This is an optimization exercise on Yosys and OpenROAD, whose aim is small area, a short achievable clock period and few clock cycles per item, not a production implementation.
Function was checked by simulation only, so behaviour that the tests miss may differ from the original.

## flow/design.v

```verilog
package fft_pkg;
    localparam int FFT_DW = 16;
    localparam int FFT_TW = 16;
    typedef enum logic [1:0] {LOAD, COMPUTE, UNLOAD} state_t;
    typedef struct packed {
        logic signed [15:0] re;
        logic signed [15:0] im;
    } tw_q14_t;
    function automatic tw_q14_t ifft_twiddle(input logic [1:0] t);
        tw_q14_t w;
        case (t)
            2'd0:    w = {16'sd16384, 16'sd0};
            2'd1:    w = {16'sd11585, 16'sd11585};
            2'd2:    w = {16'sd0, 16'sd16384};
            default: w = {-16'sd11585, 16'sd11585};
        endcase
        ifft_twiddle = w;
    endfunction
    function automatic logic [2:0] bitrev3(input logic [2:0] k);
        bitrev3 = {k[0], k[1], k[2]};
    endfunction
endpackage
module fft_bfly #(
    parameter int DW = 16,
    parameter int TW = 16
) (
    input  logic signed [DW-1:0] a_re,
    input  logic signed [DW-1:0] a_im,
    input  logic signed [DW-1:0] b_re,
    input  logic signed [DW-1:0] b_im,
    input  logic signed [TW-1:0] w_re,
    input  logic signed [TW-1:0] w_im,
    output logic signed [DW-1:0] x_re,
    output logic signed [DW-1:0] x_im,
    output logic signed [DW-1:0] y_re,
    output logic signed [DW-1:0] y_im
);
    localparam int PW = DW + TW + 1;
    localparam int SW = DW + 2;
    localparam logic signed [PW-1:0] RND  = PW'(1) <<< (TW - 3);
    localparam logic signed [SW-1:0] SMAX = SW'(2 ** (DW - 1) - 1);
    localparam logic signed [SW-1:0] SMIN = SW'(-(2 ** (DW - 1)));
    function automatic logic signed [DW-1:0] half_sat(input logic signed [SW-1:0] s);
        logic signed [SW-1:0] h;
        h = s >>> 1;
        if (h > SMAX)      half_sat = DW'(SMAX);
        else if (h < SMIN) half_sat = DW'(SMIN);
        else               half_sat = DW'(h);
    endfunction
    logic signed [PW-1:0] prod_re, prod_im, rnd_re, rnd_im;
    logic signed [SW-1:0] p_re, p_im;
    always_comb begin
        prod_re = PW'(b_re) * PW'(w_re) - PW'(b_im) * PW'(w_im);
        prod_im = PW'(b_re) * PW'(w_im) + PW'(b_im) * PW'(w_re);
        rnd_re  = (prod_re + RND) >>> (TW - 2);
        rnd_im  = (prod_im + RND) >>> (TW - 2);
        p_re    = SW'(rnd_re);
        p_im    = SW'(rnd_im);
        x_re    = half_sat(SW'(a_re) + p_re);
        x_im    = half_sat(SW'(a_im) + p_im);
        y_re    = half_sat(SW'(a_re) - p_re);
        y_im    = half_sat(SW'(a_im) - p_im);
    end
endmodule
module ifft8_stream #(
    parameter int DW = fft_pkg::FFT_DW,
    parameter int TW = fft_pkg::FFT_TW
) (
    input  logic                 clk,
    input  logic                 rst,
    input  logic                 in_valid,
    output logic                 in_ready,
    input  logic signed [DW-1:0] in_re,
    input  logic signed [DW-1:0] in_im,
    output logic                 out_valid,
    input  logic                 out_ready,
    output logic signed [DW-1:0] out_re,
    output logic signed [DW-1:0] out_im,
    output logic                 out_last,
    output logic                 busy
);
    fft_pkg::state_t               state;
    logic [2:0]           ld_cnt, out_cnt;
    logic [1:0]           stg, bfi;
    logic signed [DW-1:0] mem_re [8];
    logic signed [DW-1:0] mem_im [8];
    logic [2:0]           span, top_a, bot_a;
    logic [1:0]           tidx;
    fft_pkg::tw_q14_t              w14;
    logic signed [TW-1:0] w_re, w_im;
    logic signed [DW-1:0] x_re, x_im, y_re, y_im;
    always_comb begin
        span  = 3'd1 << stg;
        top_a = ((3'(bfi) >> stg) << (stg + 2'd1)) | (3'(bfi) & (span - 3'd1));
        bot_a = top_a + span;
        tidx  = 2'((3'(bfi) & (span - 3'd1)) << (2'd2 - stg));
        w14   = fft_pkg::ifft_twiddle(tidx);
    end
    if (TW >= 16) begin : g_tw_wide
        assign w_re = TW'(w14.re) <<< (TW - 16);
        assign w_im = TW'(w14.im) <<< (TW - 16);
    end else begin : g_tw_narrow
        assign w_re = TW'(w14.re >>> (16 - TW));
        assign w_im = TW'(w14.im >>> (16 - TW));
    end
    fft_bfly #(.DW(DW), .TW(TW)) u_bfly (
        .a_re (mem_re[top_a]),
        .a_im (mem_im[top_a]),
        .b_re (mem_re[bot_a]),
        .b_im (mem_im[bot_a]),
        .w_re (w_re),
        .w_im (w_im),
        .x_re (x_re),
        .x_im (x_im),
        .y_re (y_re),
        .y_im (y_im)
    );
    always_ff @(posedge clk or posedge rst) begin
        if (rst) begin
            state   <= fft_pkg::LOAD;
            ld_cnt  <= '0;
            out_cnt <= '0;
            stg     <= '0;
            bfi     <= '0;
        end else begin
            case (state)
                fft_pkg::LOAD: begin
                    if (in_valid) begin
                        ld_cnt <= ld_cnt + 3'd1;
                        if (ld_cnt == 3'd7) state <= fft_pkg::COMPUTE;
                    end
                end
                fft_pkg::COMPUTE: begin
                    bfi <= bfi + 2'd1;
                    if (bfi == 2'd3) begin
                        if (stg == 2'd2) begin
                            stg   <= '0;
                            state <= fft_pkg::UNLOAD;
                        end else begin
                            stg <= stg + 2'd1;
                        end
                    end
                end
                fft_pkg::UNLOAD: begin
                    if (out_ready) begin
                        out_cnt <= out_cnt + 3'd1;
                        if (out_cnt == 3'd7) state <= fft_pkg::LOAD;
                    end
                end
                default: state <= fft_pkg::LOAD;
            endcase
        end
    end
    always_ff @(posedge clk) begin
        if (state == fft_pkg::LOAD && in_valid) begin
            mem_re[fft_pkg::bitrev3(ld_cnt)] <= in_re;
            mem_im[fft_pkg::bitrev3(ld_cnt)] <= in_im;
        end else if (state == fft_pkg::COMPUTE) begin
            mem_re[top_a] <= x_re;
            mem_im[top_a] <= x_im;
            mem_re[bot_a] <= y_re;
            mem_im[bot_a] <= y_im;
        end
    end
    assign in_ready  = (state == fft_pkg::LOAD);
    assign busy      = (state != fft_pkg::LOAD);
    assign out_valid = (state == fft_pkg::UNLOAD);
    assign out_last  = out_valid && (out_cnt == 3'd7);
    assign out_re    = out_valid ? mem_re[out_cnt] : '0;
    assign out_im    = out_valid ? mem_im[out_cnt] : '0;
endmodule
```

## flow/run.sh

```bash
#!/bin/bash
# synth_recipe.tcl (not shown) runs the flow's synth.tcl, then flattens the netlist and writes it again
# the make line also repeats each setting of config.mk as NAME=value (left out here)
make -C /OpenROAD-flow-scripts/flow DESIGN_CONFIG=/design/flow/config.mk WORK_HOME=/design/flow/orfs CLKGATE_MAP_FILE= SYNTH_SCRIPT=/design/flow/synth_recipe.tcl finish
```

## flow/config.mk

```make
export PLATFORM = sky130hd
export DESIGN_NAME = ifft8_stream
export DESIGN_NICKNAME = ifft8_stream
export VERILOG_FILES = /design/flow/design.v
export SDC_FILE = /design/flow/constraint.sdc
export NUM_CORES = 4
export LEC_CHECK = 0
export CAP_MARGIN = 20
export CORE_MARGIN = 2
export CORE_UTILIZATION = 40
export SLEW_MARGIN = 20
```

## flow/constraint.sdc

```tcl
create_clock -name core_clock -period 14.0 [get_ports {clk}]
set_input_delay 2.8000 -clock core_clock [delete_from_list [all_inputs] [get_ports {clk}]]
set_output_delay 2.8000 -clock core_clock [all_outputs]
set_load 0.01 [all_outputs]
```

==> results.txt <==
Status -> finished clean
Met2 WL -> 76350 um
Routed via count -> 37660
Reg2reg setup slack -> 0.49 ns
Post-synth top area share -> 0.2871
# IOs -> 72
Total grt overflow -> 0
Syn nets -> 6189
DR top layer -> met4
Routed Antenna Nets -> 0
Top cell type by total area after synthesis -> fa_1
Clock sink total -> 268
Kind of start point of the critical path -> flop
H-tree Lvls -> 1
Die X -> 352.6 um
Cells after synthesis -> 4959
Top_reg_cell synth -> edfxtp_1
Place WS -> -0.6515 ns
Fmax -> 74.02 MHz
Final setup viols -> 0
Clock transition at path regs -> 0.06 ns
RePlAce Congestion -> 0.9565
Slew @ Worst Pin -> 1.168 ns
Rel. slew slack -> 0.2214
Sum Neg Setup Slack -> 0 ns
Hold buffers post-CTS -> 0
Metal-1 WL -> 62260 um
Register area share after synthesis -> 0.1644
Initial antenna violation count -> 1
Number of port buffers -> 71
Class of the worst hold path -> reg -> reg
DP Area -> 0.05276 mm^2
Worst Clk Skew -> 0.02157 ns
Netlist cell types -> 93
CTS max path bufs -> 3
Crit-path max FO -> 8
Most common cell after layout, fill and taps aside -> inv_1
Warnings, synthesis -> 2
Die area -> 0.1243 mm^2
Global-route wire length before repair -> 237300 um
Vias in the first global route -> 38650
# DRC -> 0
WL met3 -> 11950 um
Most frequent cells in the layout -> inv_1, fa_1, ha_1
Starting DRT DRC Count -> 3692
Area contributors post-synth -> fa_1, edfxtp_1, ha_1
Data arrival time of the critical path -> 13.76 ns
Kind of critical path -> reg -> reg
Share of cells above drive strength 1 -> 0.1283
Initial Utilization -> 0.4040
Final nets -> 6375
WHS -> 0.5518 ns
Chip height -> 352.6 um
Core area -> 0.1203 mm^2
Post-synth EDFFs -> 256
Routed WL per cell -> 23.22 um
GRT Util Overall -> 0.2502
Largest net degree at the start of global routing -> 77
Final WS setup -> 0.4904 ns
Final WL -> 157200 um
Max-slew violations -> 0
Critical Path End Type -> flop
Drt via density -> 5.561
Inserted Clock Buffers -> 25
Seq cells post-synth -> 268
Layout area overhead -> 12.23%
Async S/R FF share, synth -> 0.04478
Max-cap viol count -> 0
DRT Pass-1 Iters -> 6
Unrepaired setup endpoints after global routing -> true
Crit share post-route -> 0.9650
Root buf cell -> clkbuf_16
Slowest cell on crit path -> fa_1
CTS tree -> built
Mapped cell area -> 0.04860 mm^2
Critical Path RT -> 14.25 ns
Filler cell count -> 11360
Syn Area/Cell -> 9.800 um^2
Diode count -> 0
Post-DP HPWL -> 125200 um
Later-pin clock latency in the skew report -> 0.56 ns
Fin crit period -> 13.51 ns
Slowest Stage Delay on Critical Path -> 0.55 ns
FP Rows -> 127
Design area -> 0.05454 mm^2
Final Hold Vio Count -> 0
metal layers:
layer	up-vias	track usage
met3	340	0.02789
met4	0	0.09419
met1	18850	0.3291
li1	16660	-
met5	-	0
met2	1813	0.4240
stage by stage:
step                instances  utilization
detailed placement       6688       0.4386
floorplan                4959            -
global placement         6688       0.4386
global route             6772       0.4534
CTS                      6733       0.4462
finish                   6772       0.4534
cells in the mapped netlist (105+ instances only):
cell	instances
clkbuf_1	164
nor2_1	234
inv_1	1033
nand2b_1	105
nand3_1	161
a21oi_1	123
mux4_2	127
ha_1	497
xnor2_1	151
nand2_1	426
mux2i_1	125
edfxtp_1	256
o21ai_0	140
fa_1	697
path summary, 6_finish.rpt:
path / from / endpoint / depth (start not counted)
setup / recovery: stg[1]$_DFFE_PP0P_ / mem_re[7][10]$_DFFE_PP_ / 55
hold / removal: ld_cnt[0]$_DFFE_PP0P_ / ld_cnt[0]$_DFFE_PP0P_ / 1
setup reg to reg: stg[1]$_DFFE_PP0P_ / mem_re[7][10]$_DFFE_PP_ / 55
hold reg to reg: ld_cnt[0]$_DFFE_PP0P_ / ld_cnt[0]$_DFFE_PP0P_ / 1
max in group asynchronous: rst / out_cnt[1]$_DFFE_PP0P_ / 2
min in group asynchronous: rst / out_cnt[0]$_DFFE_PP0P_ / 2
area by class of cell:
type	count	area, um^2	share of cell area
clock inverters	11	151.4	0.002776
inverters	1036	3901	0.07153
clock buffers	31	648.1	0.01188
well taps	1612	2017	0.03698
multi-input cells	3447	36730	0.6734
repair buffers	367	3097	0.05678
flip-flops and latches	268	7999	0.1467
cells by family (layout without fill, tap and decap cells):
logic type      Yosys count  in the layout  synth area share
xor+xnor                197            197           0.03635
flops                   268            268            0.1644
mux                     267            267           0.08869
simple gates           1136           1139            0.1086
buf+inv                1247           1445           0.09711
compound gates          645            645           0.08877
fa+ha+maj              1199           1199            0.4161
flip-flops by register name (all words and copies together), names as in the netlist:
register	count
out_cnt	3
bfi	2
mem_im	128
mem_re	128
state	2
ld_cnt	3
stg	2
worst max-delay path: cells and delay by family (launching register included):
kind / cells / cell delay (ns)
flip-flops: 1 / 0.44
AND/OR/NAND/NOR: 8 / 1.68
XOR/XNOR: 3 / 0.61
adder cells (fa/ha/maj): 13 / 5.23
AO/OA/AOI/OAI: 16 / 3.26
multiplexers: 2 / 0.65
buffers and inverters: 13 / 1.33
timing repair:
item / CTS / global route
gates resized for setup: 18 / 108
buffers inserted: 3 / 35
setup endpoints to repair: 234 / 256
cloned: 0 / 4
pin swaps: 3 / 29
endpoints found under the hold margin: 0 / 0
Testbench counts, summed over its fixed seeds: cycles 14,336, frames 512.

[re-timing with driven ports]
In the flow no input, the clock included, has a driving cell. The finished layout below was timed again as built, in two steps. Step 1 sets driving cells, clkbuf_16 on the clock port and buf_2 on the other inputs (assumed; they add their load-dependent delay and slew). Step 2 also shifts input and output timing later by t, the mid clock arrival at the registers, as if the neighbouring blocks saw the same clock. a / b / c = no drivers / after step 1 / after step 2; a / b = the first two.
shift t [ns]: 0.607
setup WS [ns]: 0.490 / 0.490 / 0.490
clock arrival spread, ns: 0.022 / 0.022
worst register clock-pin slew, ns: 0.08 / 0.08
pins driven straight from the clock port: 1
After both steps this run still meets setup and hold. For this run, drivers alone change the setup slack by 0.000 ns; drivers and shift together by 0.000 ns.
